This is an optimization exercise on Yosys and OpenROAD, whose aim is small area, not a production implementation.
Function was checked by simulation only, so behaviour that the tests miss may differ from the original.

--- flow/run.sh ---
#!/bin/bash
# synth_recipe.tcl (not shown) runs the flow's synth.tcl, then flattens the netlist and writes it again
# the make line also repeats each setting of config.mk as NAME=value (left out here)
make -C /OpenROAD-flow-scripts/flow DESIGN_CONFIG=/design/flow/config.mk WORK_HOME=/design/flow/orfs CLKGATE_MAP_FILE= SYNTH_SCRIPT=/design/flow/synth_recipe.tcl finish
--- flow/config.mk ---
export PLATFORM = sky130hd
export DESIGN_NAME = cordic
export DESIGN_NICKNAME = cordic
export VERILOG_FILES = /design/flow/design.v
export SDC_FILE = /design/flow/constraint.sdc
export NUM_CORES = 4
export LEC_CHECK = 0
export CAP_MARGIN = 20
export CORE_MARGIN = 2
export CORE_UTILIZATION = 40
export CTS_BUF_LIST = sky130_fd_sc_hd__clkbuf_16
export CTS_CLUSTER_DIAMETER = 90
export CTS_CLUSTER_SIZE = 24
export SLEW_MARGIN = 20
export SYNTH_HIERARCHICAL = 1
export SYNTH_MINIMUM_KEEP_SIZE = 0
--- flow/constraint.sdc ---
create_clock -name core_clock -period 5.0 [get_ports {clk}]
set_input_delay 1.0000 -clock core_clock [delete_from_list [all_inputs] [get_ports {clk}]]
set_output_delay 1.0000 -clock core_clock [all_outputs]
set_load 0.01 [all_outputs]
--- flow/design.v ---
package cordic_pkg;
  localparam int NSTAGES_DEF = 11;
endpackage
module cc_xor (input logic a, input logic b, output logic y);
  assign y = a ^ b;
endmodule
module cc_xnor (input logic a, input logic b, output logic y);
  assign y = ~(a ^ b);
endmodule
module cc_nand (input logic a, input logic b, output logic y);
  assign y = ~(a & b);
endmodule
module cc_nand2b (input logic an, input logic b, output logic y);
  assign y = ~(~an & b);
endmodule
module cc_fa (input logic a, input logic b, input logic c, output logic s, output logic co);
  assign s  = a ^ b ^ c;
  assign co = (a & b) | (a & c) | (b & c);
endmodule
module cordic_add #(parameter int N = 18, parameter bit INVB = 1'b0, parameter int NFA = 0) (
  input  logic [N-1:0] a,
  input  logic [N-1:0] b,
  input  logic         ci,
  output logic [N-1:0] s,
  output logic         co
);
  logic [N:0]   c;
  logic [N-1:0] bb;
  assign c[0] = ci;
  assign bb = INVB ? ~b : b;
  for (genvar i = 0; i < N; i++) begin : g_bit
    if (i < NFA) begin : g_fa
      cc_fa u_fa (.a(a[i]), .b(bb[i]), .c(c[i]), .s(s[i]), .co(c[i+1]));
    end else begin : g_nand
      logic p, ng, t;
      if (INVB) begin : g_inv
        cc_xnor   u_p (.a(a[i]), .b(b[i]), .y(p));
        cc_nand2b u_g (.an(b[i]), .b(a[i]), .y(ng));
      end else begin : g_pos
        cc_xor    u_p (.a(a[i]), .b(b[i]), .y(p));
        cc_nand   u_g (.a(a[i]), .b(b[i]), .y(ng));
      end
      cc_nand u_t (.a(p), .b(c[i]), .y(t));
      cc_nand u_c (.a(ng), .b(t), .y(c[i+1]));
      cc_xor  u_s (.a(p), .b(c[i]), .y(s[i]));
    end
  end
  assign co = c[N];
endmodule
module cordic
(
  input  logic               clk,
  input  logic               reset,
  input  logic               enable,
  input  logic signed [30:0] i_xval,
  input  logic signed [30:0] i_yval,
  input  logic        [11:0] i_phase,
  output logic signed [31:0] o_xval,
  output logic signed [31:0] o_yval
);
  logic [3:0] cnt;
  always_ff @(posedge clk) begin
    if (reset) cnt <= '0;
    else if (enable && cnt != 4'd12) cnt <= cnt + 4'd1;
  end
  logic [31:0] ax, ay;
  logic [1:0]  aq;
  logic [9:0]  ap;
  logic        qd_x, qd_y;
  assign qd_x = (i_phase[11:10] == 2'd2);
  assign qd_y = (i_phase[11:10] == 2'd1);
  always_ff @(posedge clk) begin
    if (enable) begin
      ax <= {i_xval[30], i_xval} - {31'd0, qd_x};
      ay <= {i_yval[30], i_yval} - {31'd0, qd_y};
      aq <= i_phase[11:10];
      ap <= i_phase[9:0];
    end
  end
  logic        n1;
  logic        mx_x, my_x, c_x, mx_y, my_y, c_y;
  logic signed [15:0] r1, r2;
  assign r1 = {2'b00, ap, 4'b0000} - 16'd8192;
  assign n1 = r1[15];
  assign r2 = n1 ? r1 + 16'sd4836 : r1 - 16'sd4836;
  always_comb begin
    case ({aq, n1})
      3'd0: {mx_x, my_x, c_x} = 3'b011;
      3'd1: {mx_x, my_x, c_x} = 3'b100;
      3'd2: {mx_x, my_x, c_x} = 3'b111;
      3'd3: {mx_x, my_x, c_x} = 3'b000;
      3'd4: {mx_x, my_x, c_x} = 3'b100;
      3'd5: {mx_x, my_x, c_x} = 3'b011;
      3'd6: {mx_x, my_x, c_x} = 3'b000;
      3'd7: {mx_x, my_x, c_x} = 3'b111;
      default: {mx_x, my_x, c_x} = 3'b000;
    endcase
    case (aq)
      2'd0: {mx_y, my_y, c_y} = 3'b000;
      2'd1: {mx_y, my_y, c_y} = 3'b010;
      2'd2: {mx_y, my_y, c_y} = 3'b111;
      2'd3: {mx_y, my_y, c_y} = 3'b101;
      default: {mx_y, my_y, c_y} = 3'b000;
    endcase
  end
  logic [14:0] hxl, hyl;
  logic        hxc, hyc;
  cordic_add #(.NFA(2), .N(15), .INVB(1'b0)) u_p0xl (.a(ax[14:0] ^ {15{mx_x}}), .b(ay[14:0] ^ {15{my_x}}), .ci(c_x), .s(hxl), .co(hxc));
  cordic_add #(.NFA(2), .N(15), .INVB(1'b0)) u_p0yl (.a(ax[14:0] ^ {15{mx_y}}), .b(ay[14:0] ^ {15{my_y}}), .ci(c_y), .s(hyl), .co(hyc));
  logic [17:3] xl1, yl1;   
  logic [17:2] xl2, yl2;   
  logic [17:0] xl [3:11];
  logic [17:0] yl [3:11];
  logic [16:0] xh [0:10];
  logic [16:0] yh [0:10];
  logic        cx [1:11];
  logic        cy [1:11];
  logic        nr [1:10];    
  logic        fd [2:11];    
  logic [11:0] rr2;   
  logic [12:0] rr3;   
  logic [10:0] rr4;   
  logic [10:0] rr5;   
  logic [9:0] rr6;   
  logic [7:0] rr7;   
  logic [7:0] rr8;   
  logic [1:0] dq8;   
  logic [0:0] dq9;   
  logic        m_xx, m_xy, m_yx, m_yy;   
  always_ff @(posedge clk) begin
    if (enable) begin
      xl1 <= hxl;
      yl1 <= hyl;
      cx[1] <= hxc;
      cy[1] <= hyc;
      xh[0] <= ax[31:15];
      yh[0] <= ay[31:15];
      {m_xx, m_xy, m_yx, m_yy} <= {mx_x, my_x, mx_y, my_y};
      nr[1] <= n1;
      rr2   <= r2[13:2];
    end
  end
  logic [16:0] xh1n, yh1n;
  cordic_add #(.NFA(2), .N(17), .INVB(1'b0)) u_p0xh (.a(xh[0] ^ {17{m_xx}}), .b(yh[0] ^ {17{m_xy}}), .ci(cx[1]), .s(xh1n), .co());
  cordic_add #(.NFA(2), .N(17), .INVB(1'b0)) u_p0yh (.a(xh[0] ^ {17{m_yx}}), .b(yh[0] ^ {17{m_yy}}), .ci(cy[1]), .s(yh1n), .co());
  logic [17:2] xl1s, yl1s, xl1a, yl1n;
  logic        xl1c, yl1c;
  assign xl1s = {xh1n[0], xl1[17:3]};
  assign yl1s = {yh1n[0], yl1[17:3]};
  cordic_add #(.NFA(2), .N(16), .INVB(1'b1)) u_xl1 (.a({xl1, nr[1]}), .b(yl1s), .ci(1'b1), .s(xl1a), .co(xl1c));
  cordic_add #(.NFA(2), .N(16), .INVB(1'b0)) u_yl1 (.a({yl1, 1'b0}), .b(xl1s), .ci(nr[1]), .s(yl1n), .co(yl1c));
  logic signed [13:0] rf2;
  assign rf2 = {rr2, 2'd0};
  logic nn1, ff1;
  assign nn1 = rf2[13];
  assign ff1 = nr[1] ^ nn1;
  logic signed [14:0] rn3;
  assign rn3 = nn1 ? rf2 + 15'sd2555 : rf2 - 15'sd2555;
  always_ff @(posedge clk) begin
    if (enable) begin
      xl2 <= xl1a ^ {16{ff1}};
      yl2 <= yl1n;
      cx[2] <= xl1c;
      cy[2] <= yl1c;
      xh[1] <= xh1n;
      yh[1] <= yh1n;
      fd[2] <= ff1;
      nr[2] <= nn1;
      rr3 <= rn3[12:0];
    end
  end
  logic [16:0] xh2n, yh2n, xh2s, yh2s, xh2a;
  logic signed [16:0] xh2q, yh2q;
  assign xh2q = xh[1];
  assign yh2q = yh[1];
  assign xh2s = xh2q >>> 1;
  assign yh2s = yh2q >>> 1;
  cordic_add #(.NFA(2), .N(17), .INVB(1'b1)) u_xh2 (.a(xh[1]), .b(yh2s), .ci(cx[2]), .s(xh2a), .co());
  cordic_add #(.NFA(2), .N(17), .INVB(1'b0)) u_yh2 (.a(yh[1]), .b(xh2s), .ci(cy[2]), .s(yh2n), .co());
  assign xh2n = xh2a ^ {17{fd[2]}};
  logic [17:0] xl2s, yl2s, xl2a, yl2n;
  logic        xl2c, yl2c;
  assign xl2s = {xh2n[1:0], xl2};
  assign yl2s = {yh2n[1:0], yl2};
  cordic_add #(.NFA(2), .N(18), .INVB(1'b1)) u_xl2 (.a({xl2, {2{nr[2]}}}), .b(yl2s), .ci(1'b1), .s(xl2a), .co(xl2c));
  cordic_add #(.NFA(2), .N(18), .INVB(1'b0)) u_yl2 (.a({yl2, 2'b00}), .b(xl2s), .ci(nr[2]), .s(yl2n), .co(yl2c));
  logic signed [12:0] rf3;
  assign rf3 = rr3;
  logic nn2, ff2;
  assign nn2 = rf3[12];
  assign ff2 = nr[2] ^ nn2;
  logic signed [13:0] rn4;
  assign rn4 = nn2 ? rf3 + 14'sd1297 : rf3 - 14'sd1297;
  always_ff @(posedge clk) begin
    if (enable) begin
      xl[3] <= xl2a ^ {18{ff2}};
      yl[3] <= yl2n;
      cx[3] <= xl2c;
      cy[3] <= yl2c;
      xh[2] <= xh2n;
      yh[2] <= yh2n;
      fd[3] <= ff2;
      nr[3] <= nn2;
      rr4 <= rn4[11:1];
    end
  end
  logic [16:0] xh3n, yh3n, xh3s, yh3s, xh3a;
  logic signed [16:0] xh3q, yh3q;
  assign xh3q = xh[2];
  assign yh3q = yh[2];
  assign xh3s = xh3q >>> 2;
  assign yh3s = yh3q >>> 2;
  cordic_add #(.NFA(2), .N(17), .INVB(1'b1)) u_xh3 (.a(xh[2]), .b(yh3s), .ci(cx[3]), .s(xh3a), .co());
  cordic_add #(.NFA(2), .N(17), .INVB(1'b0)) u_yh3 (.a(yh[2]), .b(xh3s), .ci(cy[3]), .s(yh3n), .co());
  assign xh3n = xh3a ^ {17{fd[3]}};
  logic [17:0] xl3s, yl3s, xl3a, yl3n;
  logic        xl3c, yl3c;
  assign xl3s = {xh3n[2:0], xl[3][17:3]};
  assign yl3s = {yh3n[2:0], yl[3][17:3]};
  cordic_add #(.NFA(2), .N(18), .INVB(1'b1)) u_xl3 (.a(xl[3]), .b(yl3s), .ci(1'b1), .s(xl3a), .co(xl3c));
  cordic_add #(.NFA(2), .N(18), .INVB(1'b0)) u_yl3 (.a(yl[3]), .b(xl3s), .ci(nr[3]), .s(yl3n), .co(yl3c));
  logic signed [11:0] rf4;
  assign rf4 = {rr4, 1'd0};
  logic nn3, ff3;
  assign nn3 = rf4[11];
  assign ff3 = nr[3] ^ nn3;
  logic signed [12:0] rn5;
  assign rn5 = nn3 ? rf4 + 13'sd651 : rf4 - 13'sd651;
  always_ff @(posedge clk) begin
    if (enable) begin
      xl[4] <= xl3a ^ {18{ff3}};
      yl[4] <= yl3n;
      cx[4] <= xl3c;
      cy[4] <= yl3c;
      xh[3] <= xh3n;
      yh[3] <= yh3n;
      fd[4] <= ff3;
      nr[4] <= nn3;
      rr5 <= rn5[10:0];
    end
  end
  logic [16:0] xh4n, yh4n, xh4s, yh4s, xh4a;
  logic signed [16:0] xh4q, yh4q;
  assign xh4q = xh[3];
  assign yh4q = yh[3];
  assign xh4s = xh4q >>> 3;
  assign yh4s = yh4q >>> 3;
  cordic_add #(.NFA(2), .N(17), .INVB(1'b1)) u_xh4 (.a(xh[3]), .b(yh4s), .ci(cx[4]), .s(xh4a), .co());
  cordic_add #(.NFA(2), .N(17), .INVB(1'b0)) u_yh4 (.a(yh[3]), .b(xh4s), .ci(cy[4]), .s(yh4n), .co());
  assign xh4n = xh4a ^ {17{fd[4]}};
  logic [17:0] xl4s, yl4s, xl4a, yl4n;
  logic        xl4c, yl4c;
  assign xl4s = {xh4n[3:0], xl[4][17:4]};
  assign yl4s = {yh4n[3:0], yl[4][17:4]};
  cordic_add #(.NFA(2), .N(18), .INVB(1'b1)) u_xl4 (.a(xl[4]), .b(yl4s), .ci(1'b1), .s(xl4a), .co(xl4c));
  cordic_add #(.NFA(2), .N(18), .INVB(1'b0)) u_yl4 (.a(yl[4]), .b(xl4s), .ci(nr[4]), .s(yl4n), .co(yl4c));
  logic signed [10:0] rf5;
  assign rf5 = rr5;
  logic nn4, ff4;
  assign nn4 = rf5[10];
  assign ff4 = nr[4] ^ nn4;
  logic signed [11:0] rn6;
  assign rn6 = nn4 ? rf5 + 12'sd326 : rf5 - 12'sd326;
  always_ff @(posedge clk) begin
    if (enable) begin
      xl[5] <= xl4a ^ {18{ff4}};
      yl[5] <= yl4n;
      cx[5] <= xl4c;
      cy[5] <= yl4c;
      xh[4] <= xh4n;
      yh[4] <= yh4n;
      fd[5] <= ff4;
      nr[5] <= nn4;
      rr6 <= rn6[9:0];
    end
  end
  logic [16:0] xh5n, yh5n, xh5s, yh5s, xh5a;
  logic signed [16:0] xh5q, yh5q;
  assign xh5q = xh[4];
  assign yh5q = yh[4];
  assign xh5s = xh5q >>> 4;
  assign yh5s = yh5q >>> 4;
  cordic_add #(.NFA(2), .N(17), .INVB(1'b1)) u_xh5 (.a(xh[4]), .b(yh5s), .ci(cx[5]), .s(xh5a), .co());
  cordic_add #(.NFA(2), .N(17), .INVB(1'b0)) u_yh5 (.a(yh[4]), .b(xh5s), .ci(cy[5]), .s(yh5n), .co());
  assign xh5n = xh5a ^ {17{fd[5]}};
  logic [17:0] xl5s, yl5s, xl5a, yl5n;
  logic        xl5c, yl5c;
  assign xl5s = {xh5n[4:0], xl[5][17:5]};
  assign yl5s = {yh5n[4:0], yl[5][17:5]};
  cordic_add #(.NFA(2), .N(18), .INVB(1'b1)) u_xl5 (.a(xl[5]), .b(yl5s), .ci(1'b1), .s(xl5a), .co(xl5c));
  cordic_add #(.NFA(2), .N(18), .INVB(1'b0)) u_yl5 (.a(yl[5]), .b(xl5s), .ci(nr[5]), .s(yl5n), .co(yl5c));
  logic signed [9:0] rf6;
  assign rf6 = rr6;
  logic nn5, ff5;
  assign nn5 = rf6[9];
  assign ff5 = nr[5] ^ nn5;
  logic signed [10:0] rn7;
  assign rn7 = nn5 ? rf6 + 11'sd163 : rf6 - 11'sd163;
  always_ff @(posedge clk) begin
    if (enable) begin
      xl[6] <= xl5a ^ {18{ff5}};
      yl[6] <= yl5n;
      cx[6] <= xl5c;
      cy[6] <= yl5c;
      xh[5] <= xh5n;
      yh[5] <= yh5n;
      fd[6] <= ff5;
      nr[6] <= nn5;
      rr7 <= rn7[8:1];
    end
  end
  logic [16:0] xh6n, yh6n, xh6s, yh6s, xh6a;
  logic signed [16:0] xh6q, yh6q;
  assign xh6q = xh[5];
  assign yh6q = yh[5];
  assign xh6s = xh6q >>> 5;
  assign yh6s = yh6q >>> 5;
  cordic_add #(.NFA(2), .N(17), .INVB(1'b1)) u_xh6 (.a(xh[5]), .b(yh6s), .ci(cx[6]), .s(xh6a), .co());
  cordic_add #(.NFA(2), .N(17), .INVB(1'b0)) u_yh6 (.a(yh[5]), .b(xh6s), .ci(cy[6]), .s(yh6n), .co());
  assign xh6n = xh6a ^ {17{fd[6]}};
  logic [17:0] xl6s, yl6s, xl6a, yl6n;
  logic        xl6c, yl6c;
  assign xl6s = {xh6n[5:0], xl[6][17:6]};
  assign yl6s = {yh6n[5:0], yl[6][17:6]};
  cordic_add #(.NFA(2), .N(18), .INVB(1'b1)) u_xl6 (.a(xl[6]), .b(yl6s), .ci(1'b1), .s(xl6a), .co(xl6c));
  cordic_add #(.NFA(2), .N(18), .INVB(1'b0)) u_yl6 (.a(yl[6]), .b(xl6s), .ci(nr[6]), .s(yl6n), .co(yl6c));
  logic signed [8:0] rf7;
  assign rf7 = {rr7, 1'd0};
  logic nn6, ff6;
  assign nn6 = rf7[8];
  assign ff6 = nr[6] ^ nn6;
  logic signed [9:0] rn8;
  assign rn8 = nn6 ? rf7 + 10'sd81 : rf7 - 10'sd81;
  always_ff @(posedge clk) begin
    if (enable) begin
      xl[7] <= xl6a ^ {18{ff6}};
      yl[7] <= yl6n;
      cx[7] <= xl6c;
      cy[7] <= yl6c;
      xh[6] <= xh6n;
      yh[6] <= yh6n;
      fd[7] <= ff6;
      nr[7] <= nn6;
      rr8 <= rn8[7:0];
    end
  end
  logic [16:0] xh7n, yh7n, xh7s, yh7s, xh7a;
  logic signed [16:0] xh7q, yh7q;
  assign xh7q = xh[6];
  assign yh7q = yh[6];
  assign xh7s = xh7q >>> 6;
  assign yh7s = yh7q >>> 6;
  cordic_add #(.NFA(2), .N(17), .INVB(1'b1)) u_xh7 (.a(xh[6]), .b(yh7s), .ci(cx[7]), .s(xh7a), .co());
  cordic_add #(.NFA(2), .N(17), .INVB(1'b0)) u_yh7 (.a(yh[6]), .b(xh7s), .ci(cy[7]), .s(yh7n), .co());
  assign xh7n = xh7a ^ {17{fd[7]}};
  logic [17:0] xl7s, yl7s, xl7a, yl7n;
  logic        xl7c, yl7c;
  assign xl7s = {xh7n[6:0], xl[7][17:7]};
  assign yl7s = {yh7n[6:0], yl[7][17:7]};
  cordic_add #(.NFA(2), .N(18), .INVB(1'b1)) u_xl7 (.a(xl[7]), .b(yl7s), .ci(1'b1), .s(xl7a), .co(xl7c));
  cordic_add #(.NFA(2), .N(18), .INVB(1'b0)) u_yl7 (.a(yl[7]), .b(xl7s), .ci(nr[7]), .s(yl7n), .co(yl7c));
  logic signed [7:0] rf8;
  assign rf8 = rr8;
  logic nn7, ff7;
  assign nn7 = rf8[7];
  assign ff7 = nr[7] ^ nn7;
  logic signed [8:0] rc9;
  assign rc9 = nn7 ? rf8 + 9'sd41 : rf8 - 9'sd41;
  logic nc9;
  assign nc9 = rc9[8];
  logic signed [7:0] rc10;
  assign rc10 = nc9 ? rc9 + 8'sd20 : rc9 - 8'sd20;
  logic nc10;
  assign nc10 = rc10[7];
  always_ff @(posedge clk) begin
    if (enable) begin
      xl[8] <= xl7a ^ {18{ff7}};
      yl[8] <= yl7n;
      cx[8] <= xl7c;
      cy[8] <= yl7c;
      xh[7] <= xh7n;
      yh[7] <= yh7n;
      fd[8] <= ff7;
      nr[8] <= nn7;
      dq8 <= {nc10, nc9};
    end
  end
  logic [16:0] xh8n, yh8n, xh8s, yh8s, xh8a;
  logic signed [16:0] xh8q, yh8q;
  assign xh8q = xh[7];
  assign yh8q = yh[7];
  assign xh8s = xh8q >>> 7;
  assign yh8s = yh8q >>> 7;
  cordic_add #(.NFA(2), .N(17), .INVB(1'b1)) u_xh8 (.a(xh[7]), .b(yh8s), .ci(cx[8]), .s(xh8a), .co());
  cordic_add #(.NFA(2), .N(17), .INVB(1'b0)) u_yh8 (.a(yh[7]), .b(xh8s), .ci(cy[8]), .s(yh8n), .co());
  assign xh8n = xh8a ^ {17{fd[8]}};
  logic [17:0] xl8s, yl8s, xl8a, yl8n;
  logic        xl8c, yl8c;
  assign xl8s = {xh8n[7:0], xl[8][17:8]};
  assign yl8s = {yh8n[7:0], yl[8][17:8]};
  cordic_add #(.NFA(2), .N(18), .INVB(1'b1)) u_xl8 (.a(xl[8]), .b(yl8s), .ci(1'b1), .s(xl8a), .co(xl8c));
  cordic_add #(.NFA(2), .N(18), .INVB(1'b0)) u_yl8 (.a(yl[8]), .b(xl8s), .ci(nr[8]), .s(yl8n), .co(yl8c));
  logic nn8, ff8;
  assign nn8 = dq8[0];
  assign ff8 = nr[8] ^ nn8;
  always_ff @(posedge clk) begin
    if (enable) begin
      xl[9] <= xl8a ^ {18{ff8}};
      yl[9] <= yl8n;
      cx[9] <= xl8c;
      cy[9] <= yl8c;
      xh[8] <= xh8n;
      yh[8] <= yh8n;
      fd[9] <= ff8;
      nr[9] <= nn8;
      dq9 <= dq8[1:1];
    end
  end
  logic [16:0] xh9n, yh9n, xh9s, yh9s, xh9a;
  logic signed [16:0] xh9q, yh9q;
  assign xh9q = xh[8];
  assign yh9q = yh[8];
  assign xh9s = xh9q >>> 8;
  assign yh9s = yh9q >>> 8;
  cordic_add #(.NFA(2), .N(17), .INVB(1'b1)) u_xh9 (.a(xh[8]), .b(yh9s), .ci(cx[9]), .s(xh9a), .co());
  cordic_add #(.NFA(2), .N(17), .INVB(1'b0)) u_yh9 (.a(yh[8]), .b(xh9s), .ci(cy[9]), .s(yh9n), .co());
  assign xh9n = xh9a ^ {17{fd[9]}};
  logic [17:0] xl9s, yl9s, xl9a, yl9n;
  logic        xl9c, yl9c;
  assign xl9s = {xh9n[8:0], xl[9][17:9]};
  assign yl9s = {yh9n[8:0], yl[9][17:9]};
  cordic_add #(.NFA(2), .N(18), .INVB(1'b1)) u_xl9 (.a(xl[9]), .b(yl9s), .ci(1'b1), .s(xl9a), .co(xl9c));
  cordic_add #(.NFA(2), .N(18), .INVB(1'b0)) u_yl9 (.a(yl[9]), .b(xl9s), .ci(nr[9]), .s(yl9n), .co(yl9c));
  logic nn9, ff9;
  assign nn9 = dq9[0];
  assign ff9 = nr[9] ^ nn9;
  always_ff @(posedge clk) begin
    if (enable) begin
      xl[10] <= xl9a ^ {18{ff9}};
      yl[10] <= yl9n;
      cx[10] <= xl9c;
      cy[10] <= yl9c;
      xh[9] <= xh9n;
      yh[9] <= yh9n;
      fd[10] <= ff9;
      nr[10] <= nn9;
    end
  end
  logic [16:0] xh10n, yh10n, xh10s, yh10s, xh10a;
  logic signed [16:0] xh10q, yh10q;
  assign xh10q = xh[9];
  assign yh10q = yh[9];
  assign xh10s = xh10q >>> 9;
  assign yh10s = yh10q >>> 9;
  cordic_add #(.NFA(2), .N(17), .INVB(1'b1)) u_xh10 (.a(xh[9]), .b(yh10s), .ci(cx[10]), .s(xh10a), .co());
  cordic_add #(.NFA(2), .N(17), .INVB(1'b0)) u_yh10 (.a(yh[9]), .b(xh10s), .ci(cy[10]), .s(yh10n), .co());
  assign xh10n = xh10a ^ {17{fd[10]}};
  logic [17:0] xl10s, yl10s, xl10a, yl10n;
  logic        xl10c, yl10c;
  assign xl10s = {xh10n[9:0], xl[10][17:10]};
  assign yl10s = {yh10n[9:0], yl[10][17:10]};
  cordic_add #(.NFA(2), .N(18), .INVB(1'b1)) u_xl10 (.a(xl[10]), .b(yl10s), .ci(1'b1), .s(xl10a), .co(xl10c));
  cordic_add #(.NFA(2), .N(18), .INVB(1'b0)) u_yl10 (.a(yl[10]), .b(xl10s), .ci(nr[10]), .s(yl10n), .co(yl10c));
  logic ff10;
  assign ff10 = nr[10];   
  always_ff @(posedge clk) begin
    if (enable) begin
      xl[11] <= xl10a ^ {18{ff10}};
      yl[11] <= yl10n;
      cx[11] <= xl10c;
      cy[11] <= yl10c;
      xh[10] <= xh10n;
      yh[10] <= yh10n;
      fd[11] <= ff10;
    end
  end
  logic [16:0] xh11s, yh11s, xh11a, xh11n, yh11n;
  logic signed [16:0] xh11q, yh11q;
  assign xh11q = xh[10];
  assign yh11q = yh[10];
  assign xh11s = xh11q >>> 10;
  assign yh11s = yh11q >>> 10;
  cordic_add #(.NFA(0), .N(17), .INVB(1'b1)) u_xh11 (.a(xh[10]), .b(yh11s), .ci(cx[11]), .s(xh11a), .co());
  cordic_add #(.NFA(0), .N(17), .INVB(1'b0)) u_yh11 (.a(yh[10]), .b(xh11s), .ci(cy[11]), .s(yh11n), .co());
  assign xh11n = xh11a ^ {17{fd[11]}};
  logic [15:0] rxl, ryl;
  logic [16:0] rxh, ryh;
  assign rxl = {1'b0, xl[11][17:3]} + {15'd0, xl[11][2]};
  assign ryl = {1'b0, yl[11][17:3]} + {15'd0, yl[11][2]};
  assign rxh = xh11n + {16'd0, rxl[15]};
  assign ryh = yh11n + {16'd0, ryl[15]};
  always_ff @(posedge clk) begin
    if (reset) begin
      o_xval <= '0;
      o_yval <= '0;
    end else if (enable) begin
      if (cnt == 4'd12) begin
        o_xval <= {rxh, rxl[14:0]};
        o_yval <= {ryh, ryl[14:0]};
      end else begin
        o_xval <= '0;
        o_yval <= '0;
      end
    end
  end
endmodule
==> flow_summary.toml, run 1 <==
[grt]
grt_max_degree = 168
met1_usage_pct = 13.2
grt_pass1_wl_mm = 170
grt_pass1_vias = 34890
use_met3_pct = 1.51
grt_util_all_layers_pct = 13.2
grt_util_met2_pct = 27.5
antenna_found_initial = 0
grt-busiest-layer = "met2"
grt_remaining_overflow = 0

[setup_path]
critical_path_class = "flip-flop to flip-flop"
start_kind = "flip-flop"
reg2reg_setup_slack_ns = 0.80
ff2ff_path_depth = 30
path_max_fanout = 15
cp_common_cell = "nand2_1"
reg2reg_from = "ap[9]"
cp.required_ns = 5.44
worstSetupEndpointType = "flip-flop"
rr_endpoint = "xl1[17]"
crit_slowest_cell = "edfxtp_1"
critPathArrivalTime_ns = 4.64
cp_slowest_stage_delay_ns = 0.61

[timing]
finalSetupTns_ns = 0
period_needed_ns = 4.20
relSlewSlack_pct = 34.9
min_period_over_period_pct = 84.0
hold_violations = 0
fmax_mhz = 238
fin_skew_ns = 0.0570
hold_slack_ns = 0.425
tightest_slew_ns = 0.977
maxSlewViolCount = 0
rsz0062_at_grt = "false"
finalSetupViolCount = 0

[clock_tree]
cts_buffer_depth = 3
cts-resized-gates = 0
cts_made_buffers = 51
clock-sinks = 1014
clk_pin_slew_ns = 0.09
clk_latency_ns = 0.70
cts_max_level = 2
cts_tree = "built"
ctsRootBufferMaster = "clkbuf_16"
post_cts_buffers = 0
hold_buffers = 0

[status]
status = "complete, no violations"

[detailed_routing]
vias_per_cell = 4.38
drt_pass1_iterations = 5
wl_mm = 102
drtAntennaViolNets = 0
wl_per_cell_microns = 12.6
drt_iter0_markers = 931
drc = 0
vias = 35573

[die]
die_width_microns = 397
coreArea_sq_um = 154000
start_util_pct = 40.2
die_area_sq_um = 158000
rows = 144
io_pins = 141
fp.dieH_microns = 397

[synth]
ys_warn_count = 23
syn_area_sq_um = 61800
syn_inst = 5875
syn_avg_cell_area_sq_um = 10.5

[min_path]
hold_path_class = "flip-flop to flip-flop"
min_from = "ax[27]"
holdPathStages = 0
holdPathEnd = "xh[0][12]"

[place]
port_buffers = 140
dp_hpwl_mm = 81.8
gp_congestion = 0.821
dp_cells = 8041

[final_layout]
num-fill-cells = 14522
antennaDiodeCount = 0
nets = 6276
syn2layout_area_growth_pct = 9.35
final_cells = 8124
drive_above_1_share_pct = 2.52
utilization_pct = 44.0

[flow_run]
cap_violations = 0
[cell type report]
| cell class | count | area (sq um) | share of cell area (%) |
|---|---|---|---|
| flip-flops and latches | 1014 | 29800 | 44.0 |
| inverters | 105 | 394 | 0.583 |
| clock buffers | 53 | 1330 | 1.96 |
| multi-input cells | 4696 | 31500 | 46.6 |
| repair buffers | 183 | 1810 | 2.68 |
| clock inverters | 29 | 244 | 0.361 |
| well taps | 2044 | 2560 | 3.78 |
[cells in the final DEF (no fill, tap or decap), types with 7 or more instances in the layout]
cell / instances
nand2_1: 1739
xor2_1: 1390
edfxtp_1: 946
xnor2_1: 594
nand2b_1: 310
clkdlybuf4s50_1: 138
nor2_1: 116
inv_1: 115
fa_1: 85
dfxtp_1: 68
ha_1: 63
clkbuf_16: 53
a22oi_1: 47
a21oi_1: 42
o21ai_0: 39
nand3_1: 38
buf_4: 36
nor3_1: 26
or3_1: 15
nor4_1: 15
nor2b_1: 14
and3_1: 13
conb_1: 13
xnor2_2: 10
or4_1: 7
o211ai_1: 7
a21boi_0: 7
buf_12: 7
[critical path: cells and delay by family, from the launching register on]
kind / cells / cell delay [ns]
buffers and inverters: 2 / 0.43
DFF: 1 / 0.61
adders and majority gates: 2 / 0.79
xor gates and xnor gates: 2 / 0.51
and+or+nand+nor: 24 / 1.61
[layer usage]
metal	vias up	wire length, microns
met3	118	2450
met2	291	58100
met5	-	0
li1	19429	-
met1	15735	38600
met4	0	3010
[worst max path at each step]
stage	from	endpoint
floorplan	aq[1]	yl1[17]
global placement	ap[9]	xl1[17]
detailed placement	ap[9]	xl1[17]
CTS	ap[9]	xl1[17]
global route	xh[10][10]	o_yval[31]
finish	ap[9]	xl1[17]
[flip-flops by register name, summed over array words and instances (netlist names), 15 cells and up]
register and count:
yl2 16, xl1 15, yh 187, ay 32, yl1 15, o_yval 32
yl 160, ax 32, o_xval 32, xl 160, xl2 16, xh 187
[through the flow]
step	worst slack, ns	area, sq um
6_report	0.802	67600
2_1_floorplan	0.712	61900
5_1_grt	0.341	67600
4_1_cts	0.750	67600
3_3_place_gp	0.726	66000
3_5_place_dp	0.758	66000
==> run 2: changes to the inputs <==
--- a/flow/design.v
+++ b/flow/design.v
@@ -16,5 +16,5 @@
 module cc_fa (input logic a, input logic b, input logic c, output logic s, output logic co);
   assign s  = a ^ b ^ c;
-  assign co = (a & b) | (a & c) | (b & c);
+  assign co = (a & (b | c)) | (b & c);
 endmodule
 module cordic_add #(parameter int N = 18, parameter bit INVB = 1'b0, parameter int NFA = 0) (
@@ -67,11 +67,24 @@
   logic [1:0]  aq;
   logic [9:0]  ap;
-  logic        qd_x, qd_y;
+  logic        qd_x, qd_y, mi_x, mi_y;
   assign qd_x = (i_phase[11:10] == 2'd2);
   assign qd_y = (i_phase[11:10] == 2'd1);
+  always_comb begin
+    case ({i_phase[11:10], ~i_phase[9]})
+      3'd0: {mi_x, mi_y} = 2'b01;
+      3'd1: {mi_x, mi_y} = 2'b10;
+      3'd2: {mi_x, mi_y} = 2'b11;
+      3'd3: {mi_x, mi_y} = 2'b00;
+      3'd4: {mi_x, mi_y} = 2'b10;
+      3'd5: {mi_x, mi_y} = 2'b01;
+      3'd6: {mi_x, mi_y} = 2'b00;
+      3'd7: {mi_x, mi_y} = 2'b11;
+      default: {mi_x, mi_y} = 2'b00;
+    endcase
+  end
   always_ff @(posedge clk) begin
     if (enable) begin
-      ax <= {i_xval[30], i_xval} - {31'd0, qd_x};
-      ay <= {i_yval[30], i_yval} - {31'd0, qd_y};
+      ax <= ({i_xval[30], i_xval} - {31'd0, qd_x}) ^ {32{mi_x}};
+      ay <= ({i_yval[30], i_yval} - {31'd0, qd_y}) ^ {32{mi_y}};
       aq <= i_phase[11:10];
       ap <= i_phase[9:0];
@@ -79,5 +92,5 @@
   end
   logic        n1;
-  logic        mx_x, my_x, c_x, mx_y, my_y, c_y;
+  logic        c_x, c_y, dx;
   logic signed [15:0] r1, r2;
   assign r1 = {2'b00, ap, 4'b0000} - 16'd8192;
@@ -86,26 +99,20 @@
   always_comb begin
     case ({aq, n1})
-      3'd0: {mx_x, my_x, c_x} = 3'b011;
-      3'd1: {mx_x, my_x, c_x} = 3'b100;
-      3'd2: {mx_x, my_x, c_x} = 3'b111;
-      3'd3: {mx_x, my_x, c_x} = 3'b000;
-      3'd4: {mx_x, my_x, c_x} = 3'b100;
-      3'd5: {mx_x, my_x, c_x} = 3'b011;
-      3'd6: {mx_x, my_x, c_x} = 3'b000;
-      3'd7: {mx_x, my_x, c_x} = 3'b111;
-      default: {mx_x, my_x, c_x} = 3'b000;
-    endcase
-    case (aq)
-      2'd0: {mx_y, my_y, c_y} = 3'b000;
-      2'd1: {mx_y, my_y, c_y} = 3'b010;
-      2'd2: {mx_y, my_y, c_y} = 3'b111;
-      2'd3: {mx_y, my_y, c_y} = 3'b101;
-      default: {mx_y, my_y, c_y} = 3'b000;
+      3'd0: {c_x, c_y, dx} = 3'b100;
+      3'd1: {c_x, c_y, dx} = 3'b011;
+      3'd2: {c_x, c_y, dx} = 3'b111;
+      3'd3: {c_x, c_y, dx} = 3'b000;
+      3'd4: {c_x, c_y, dx} = 3'b010;
+      3'd5: {c_x, c_y, dx} = 3'b101;
+      3'd6: {c_x, c_y, dx} = 3'b001;
+      3'd7: {c_x, c_y, dx} = 3'b110;
+      default: {c_x, c_y, dx} = 3'b000;
     endcase
   end
-  logic [14:0] hxl, hyl;
+  logic [14:0] hxl, hyl, hyt;
   logic        hxc, hyc;
-  cordic_add #(.NFA(2), .N(15), .INVB(1'b0)) u_p0xl (.a(ax[14:0] ^ {15{mx_x}}), .b(ay[14:0] ^ {15{my_x}}), .ci(c_x), .s(hxl), .co(hxc));
-  cordic_add #(.NFA(2), .N(15), .INVB(1'b0)) u_p0yl (.a(ax[14:0] ^ {15{mx_y}}), .b(ay[14:0] ^ {15{my_y}}), .ci(c_y), .s(hyl), .co(hyc));
+  cordic_add #(.NFA(2), .N(15), .INVB(1'b0)) u_p0xl (.a(ax[14:0]), .b(ay[14:0]), .ci(c_x), .s(hxl), .co(hxc));
+  cordic_add #(.NFA(2), .N(15), .INVB(1'b1)) u_p0yl (.a(ax[14:0]), .b(ay[14:0]), .ci(c_y), .s(hyt), .co(hyc));
+  assign hyl = hyt ^ {15{dx}};
   logic [17:3] xl1, yl1;   
   logic [17:2] xl2, yl2;   
@@ -127,5 +134,5 @@
   logic [1:0] dq8;   
   logic [0:0] dq9;   
-  logic        m_xx, m_xy, m_yx, m_yy;   
+  logic        m_dx;   
   always_ff @(posedge clk) begin
     if (enable) begin
@@ -136,5 +143,5 @@
       xh[0] <= ax[31:15];
       yh[0] <= ay[31:15];
-      {m_xx, m_xy, m_yx, m_yy} <= {mx_x, my_x, mx_y, my_y};
+      m_dx  <= dx;
       nr[1] <= n1;
       rr2   <= r2[13:2];
@@ -142,6 +149,8 @@
   end
   logic [16:0] xh1n, yh1n;
-  cordic_add #(.NFA(2), .N(17), .INVB(1'b0)) u_p0xh (.a(xh[0] ^ {17{m_xx}}), .b(yh[0] ^ {17{m_xy}}), .ci(cx[1]), .s(xh1n), .co());
-  cordic_add #(.NFA(2), .N(17), .INVB(1'b0)) u_p0yh (.a(xh[0] ^ {17{m_yx}}), .b(yh[0] ^ {17{m_yy}}), .ci(cy[1]), .s(yh1n), .co());
+  logic [16:0] yh1t;
+  cordic_add #(.NFA(2), .N(17), .INVB(1'b0)) u_p0xh (.a(xh[0]), .b(yh[0]), .ci(cx[1]), .s(xh1n), .co());
+  cordic_add #(.NFA(2), .N(17), .INVB(1'b1)) u_p0yh (.a(xh[0]), .b(yh[0]), .ci(cy[1]), .s(yh1t), .co());
+  assign yh1n = yh1t ^ {17{m_dx}};
   logic [17:2] xl1s, yl1s, xl1a, yl1n;
   logic        xl1c, yl1c;
==> flow_summary.toml, run 2 <==
[synth]
syn_area_sq_um = 61500
syn_avg_cell_area_sq_um = 10.6
syn_inst = 5829
ys_warn_count = 23

[detailed_routing]
met1_length_mm = 37.7
wl_mm = 101
drc = 0
wl_per_cell_microns = 12.5
routed.top_layer = "met4"
drt_iter0_markers = 982
vias = 35424
met3WireLength_mm = 2.22
drtAntennaViolNets = 0
vias_per_cell = 4.40
met2WireLength_mm = 57.1
drt_pass1_iterations = 5

[final_layout]
reg_top3 = "xh x187, yh x187"
antennaDiodeCount = 0
drive_above_1_share_pct = 2.34
layout_common_cells = "1697 x nand2_1, 1263 x xor2_1, 943 x edfxtp_1"
final_cells = 8049
nets = 6221
num-fill-cells = 14216
final_common_cell = "nand2_1"
utilization_pct = 44.1
syn2layout_area_growth_pct = 9.17
post-route-cell-area_sq_um = 67200

[die]
fp.dieH_microns = 396
io_pins = 141
coreArea_sq_um = 152000
start_util_pct = 40.4
rows = 143
die_area_sq_um = 157000
die_width_microns = 396

[place]
port_buffers = 140
post-place-ws_ns = 0.563
dp_hpwl_mm = 80.2
gp_congestion = 0.806
dp_cells = 7974
place_area_sq_um = 65600

[grt]
grt_pass1_wl_mm = 168
grt_util_all_layers_pct = 13.0
antenna_found_initial = 0
grt_remaining_overflow = 0
grt_pass1_vias = 34550
grt_max_degree = 179

[timing]
fin_skew_ns = 0.0623
finalSetupTns_ns = 0
relSlewSlack_pct = 31.1
fmax_mhz = 226
maxSlewViolCount = 0
finalSetupViolCount = 0
tightest_slew_ns = 1.03
rsz0062_at_grt = "false"
timing.final.ws_setup_ns = 0.576
hold_slack_ns = 0.424
min_period_over_period_pct = 88.5
period_needed_ns = 4.42
hold_violations = 0

[setup_path]
start_kind = "flip-flop"
ff2ff_path_depth = 32
cp.required_ns = 5.61
reg2reg_from = "yh[10][10]"
crit_path_start = "yh[10][10]"
crit_slowest_cell = "or4b_1"
worstSetupEndpointType = "flip-flop"
critPathArrivalTime_ns = 5.04
critical_path_class = "flip-flop to flip-flop"
path_max_fanout = 4
cp_slowest_stage_delay_ns = 0.53
cp_common_cell = "nand2_1"

[clock_tree]
ctsRootBufferMaster = "clkbuf_16"
clk_pin_slew_ns = 0.09
cts-resized-gates = 0
cts_max_level = 2
post_cts_buffers = 0
cts_tree = "built"
cts_made_buffers = 51
clk_latency_ns = 0.70
clock-sinks = 1011
cts_buffer_depth = 3
hold_buffers = 0

[min_path]
hold_path_class = "flip-flop to flip-flop"
holdPathStages = 0
min_from = "ax[19]"

[flow_run]
cap_violations = 0

[status]
status = "complete, no violations"
-- run 2: changes by cell type in the layout (fill, tap and decap cells not counted), sizes merged, moves of 8 or more --
cell    change
nand2b     +26
buf         -8
xnor2      +96
o21a       +12
nand2      -45
xor2      -125
inv        -11
-- run 2: cell type report --
type / count / area (sq um) / share of cell area [%]
repair buffers: 175 / 1730 / 2.57
well taps: 2030 / 2540 / 3.78
multi-input cells: 4660 / 31300 / 46.6
clock buffers: 51 / 1280 / 1.90
inverters: 99 / 372 / 0.553
flip-flops and latches: 1011 / 29700 / 44.2
clock inverters: 23 / 239 / 0.356
-- run 2: final timing paths --
check,to,slack (ns)
max reg2reg,o_xval[30],0.58
max,o_xval[30],0.58
min reg2reg,xh[0][4],0.42
min,xh[0][4],0.42
-- run 2: metal layers --
| layer | track usage, % | up-vias |
|---|---|---|
| met5 | 0 | - |
| li1 | - | 19291 |
| met3 | 1.41 | 130 |
| met1 | 13.0 | 15702 |
| met2 | 27.0 | 301 |
| met4 | 4.59 | 0 |
-- run 2: worst max-delay path: cells and delay by family (launching register included) --
kind             cells  cell delay (ns)
XOR/XNOR             2             0.38
AND/OR/NAND/NOR     28             2.99
flip-flops           1             0.46
AO/OA/AOI/OAI        1             0.26
multiplexers         1             0.30

-- static timing again, ports no longer ideal --
In the flow no input, the clock included, has a driving cell. The finished layouts below were timed again as built, in two steps.
Step 1 assumes that a clkbuf_16 drives the clock port and a buf_2 every other input.
Step 2, shift: input delay + t, output delay - t, t = (earliest + latest rising clock arrival at the registers) / 2. This alone moves slack from input paths to output paths.
Three values: ideal ports, drivers, drivers and shift; two values: the first two.
| run | t (ns) | setup slack, ns | worst setup path after step 2 | clock arrival spread, ns | cell pins on the clock port's net |
|---|---|---|---|---|---|
| run 1 | 0.736 | 0.802 / 0.802 / 0.802 | register to register | 0.060 / 0.060 | 1 |
| run 2 | 0.746 | 0.576 / 0.576 / 0.576 | register to register | 0.064 / 0.063 | 1 |
After both steps setup and hold are still met in every run listed.
